From an optimization exercise on the open Yosys and OpenROAD flow, aimed at small area and a short achievable clock period; shortcuts taken in it are not production practice.
Where RTL was checked, it was by simulation tests only, not by an equivalence proof against the original.
Power figures rest on the tool's default switching activity, not on a simulated workload.

run C:
// fmul_pipe
module fmul_pipe (
   input  wire        clk,
   input  wire        rst_n,
   input  wire        in_valid,
   input  wire [31:0] a,
   input  wire [31:0] b,
   output reg         out_valid,
   output reg  [31:0] y,
   output reg         ovf
);
make LEC_CHECK=0 ABC_AREA=1 CAP_MARGIN=20 CORE_MARGIN=2 CORE_UTILIZATION=60 SETUP_SLACK_MARGIN=3.5 SLEW_MARGIN=20 finish   # period 7.5 ns
run.sh (not shown) runs the stock make flow with config.mk's settings and CLKGATE_MAP_FILE= SYNTH_SCRIPT=/design/flow/synth_recipe.tcl, a recipe that flattens the netlist after the stock synthesis.
In summary, run C completed successfully, with a layout that passed the timing, design-rule and antenna checks.
Relative to run C, the following input files were edited for run Z:
# run C
export LEC_CHECK = 0
export ABC_AREA = 1
export CAP_MARGIN = 20
export CORE_MARGIN = 2
export CORE_UTILIZATION = 60
export SETUP_SLACK_MARGIN = 3.5
export SLEW_MARGIN = 20
create_clock -name core_clock -period 7.5 [get_ports {clk}]
# run Z
export LEC_CHECK = 0
export ABC_AREA = 1
export CAP_MARGIN = 20
export CORE_MARGIN = 2
export CORE_UTILIZATION = 60
export SLEW_MARGIN = 20
create_clock -name core_clock -period 7.5 [get_ports {clk}]
--- outcome ---
- Number of non-clock inverters in the layout, run Z vs run C: down slightly
- Going from run C to run Z, worst setup slack fell by 1.10 ns; number of logic stages on the critical path including buffering increased by 16 relative to the old numbers; number of cells on the worst reg-to-reg path up 16; non-clock buffer instance count of the final layout shrank by 17%; first-pass GRT wire length saw a decrease.
- Run Z ended up with fewer standard cells than run C.

========
## JK
fmul_pipe again, from the RTL that the note above started with.
Settings: LEC_CHECK=0, ABC_AREA=1, CAP_MARGIN=20, CORE_MARGIN=2, CORE_UTILIZATION=60, SETUP_SLACK_MARGIN=3.9, SLEW_MARGIN=20; clock period 7.5 ns.
JK | status: complete | timing, DRC, antenna: pass
> inputs changed (JK -> MS)
diff --git a/flow/config.mk b/flow/config.mk
--- a/flow/config.mk
+++ b/flow/config.mk
@@ -11,3 +11,3 @@
 export CORE_UTILIZATION = 60
-export SETUP_SLACK_MARGIN = 3.9
+export SETUP_SLACK_MARGIN = 4.5
 export SLEW_MARGIN = 20
- Across both runs, final routed wirelength across all metal layers was higher for MS than for JK.
- Global-route usage: MS > JK
- Relative to JK, the met1 wire length of MS is higher by 3500 um.
- Of JK and MS, the lower detailed-routing iteration count for the pre-antenna-repair pass belongs to MS.
- In the flow results for JK and MS, the number of cells on the critical path is smaller on MS.
- Summary — met1 track demand over resource in global routing, MS relative to JK: higher, by 4.6 points.
- Number of antenna violations at the first check in global routing: lower on JK
- Taking MS as 1.0, JK lands at 1.4 on total of fill cells in the finished design.
- Compared to JK, MS has count of clock-buffer cells in the layout 5.2% higher.

========
lane 2:
Another version of the RTL of fmul_pipe (not shown whole).
Size: ~430 flip-flops, ~100 I/O pins, about 28,000 um2 of cells after synthesis.
export LEC_CHECK = 0
export CAP_MARGIN = 20
export CORE_MARGIN = 2
export CORE_UTILIZATION = 60
export SLEW_MARGIN = 20
create_clock -name core_clock -period 7.5 [get_ports {clk}]
Here is what was changed in the inputs of lane 5 compared with lane 2.
Settings: ABC_AREA: unset -> 1.
==> comparison <==
- Changes observed in lane 5 relative to lane 2: met1 layer wirelength in the final routing decreased by 2600 um relative to the old numbers; internal power component -about 6%; register-to-register slack rose by 0.29 ns; initial antenna violation count went down by 3; fraction of power consumed by combinational cells went down by 1.8 points.
- Re maximum count of clock buffers along a single path: no difference whatsoever between lane 2 and lane 5.
- Lane 5 against lane 2; length of routed met2 wiring is up by a few percent.
- Via count of lane 5 exceeds that of lane 2 by a few percent.

========
## garnet
Another version of the RTL of fmul_pipe (not shown whole).
For scale: ~280 flip-flops, about 25000 um2 of cells after synthesis.
Settings: LEC_CHECK=0, ABC_AREA=1, CAP_MARGIN=20, CORE_MARGIN=2, CORE_UTILIZATION=65, SLEW_MARGIN=20; clock period 7.5 ns.
Relative to garnet, the following input files were edited for raven:
- swapping 65 for 40 in CORE_UTILIZATION
Notes after the runs:
The post-layout minimum cycle time of raven was superior to that of garnet.
On worst setup slack before clock tree synthesis: between raven and garnet, it ends up lower for garnet.
Delta (raven minus garnet): iteration count of the initial detailed-routing pass decreased 3, global-route wire length before repair barely changed, worst hold margin lost 0.0081 ns.
Function was not checked in any run of this note: the RTL went through the layout flow alone.

========
== the previous run ==
Another version of the RTL of fmul_pipe (not shown whole).
Size in the first run: ~3700 cells after synthesis, about 240 flip-flops, about 100 I/O pins, ~0.027 sq mm of cells after synthesis.
Settings: LEC_CHECK=0, ABC_AREA=1, CAP_MARGIN=20, CORE_MARGIN=2, CORE_UTILIZATION=40, SETUP_SLACK_MARGIN=3.5, SLEW_MARGIN=20; clock period 7.5 ns.
Input-level comparison between the current run and the previous run:
- removing SETUP_SLACK_MARGIN (formerly 3.5)
### Flow results
Summary of the current run over the previous run: area growth from synthesis to final layout lost 8.1 points; slew of the pin with the lowest slew margin picked up an extra 0.45 ns; number of signal-net buffers in the layout lost 55%.
Combinational fraction of design power ended up 0.8 points lower on the current run than on the previous run.
Going from the previous run to the current run, total of fill cells in the finished design increased 223; post-layout worst setup margin decreased 0.71 ns; overall power of the completed layout decreased 590 uW.
[diff] total routed wirelength, the current run relative to the previous run: improvement
Function was not checked in any run of this note: the RTL went through the layout flow alone.

separate check: timing with driven ports:
The flow's constraints put no driver on any port. The routed layouts listed below were extracted and timed again, unchanged, in two steps. Step 1: set_driving_cell puts a clkbuf_16 on clk and a buf_2 on each other input, an assumption about the parent block. Step 2 adds t to the input delays and takes it off the output delays; t is the mean of the earliest and latest rising clock arrival at the registers after step 1. Input paths then give back, and output paths get back, about the clock's delay inside the block. a / b / c = ideal ports / drivers / drivers and shift; a / b = the first two.
run | t (ns) | slack for setup (ns) | worst hold slack (ns) | slew at the worst register clock pin (ns)
run C | 0.637 | 3.654 / 3.654 / 3.153 | 0.325 / 0.325 / 0.325 | 0.07 / 0.07
run Z | 0.638 | 2.552 / 2.552 / 2.552 | 0.326 / 0.326 / 0.326 | 0.07 / 0.07
JK | 0.636 | 3.817 / 3.855 / 3.219 | 0.325 / 0.325 / 0.325 | 0.07 / 0.07
MS | 0.674 | 3.798 / 3.798 / 3.713 | 0.318 / 0.318 / 0.318 | 0.07 / 0.07
lane 2 | 0.641 | 3.223 / 3.223 / 2.660 | 0.325 / 0.325 / 0.325 | 0.07 / 0.07
lane 5 | 0.632 | 3.325 / 3.357 / 2.725 | 0.321 / 0.321 / 0.321 | 0.07 / 0.07
garnet | 0.629 | 0.855 / 0.799 / 1.428 | 0.326 / 0.326 / 0.326 | 0.07 / 0.07
raven | 0.651 | 1.021 / 0.965 / 1.616 | 0.318 / 0.318 / 0.318 | 0.08 / 0.08
the previous run | 0.639 | 1.144 / 1.079 / 1.717 | 0.325 / 0.325 / 0.325 | 0.08 / 0.08
the current run | 0.637 | 0.433 / 0.373 / 1.009 | 0.320 / 0.320 / 0.320 | 0.08 / 0.08
After both steps setup and hold are still met in every run listed. The setup slack of lane 5, which loses most, moves by +0.032 ns with the drivers and by -0.600 ns with both steps.
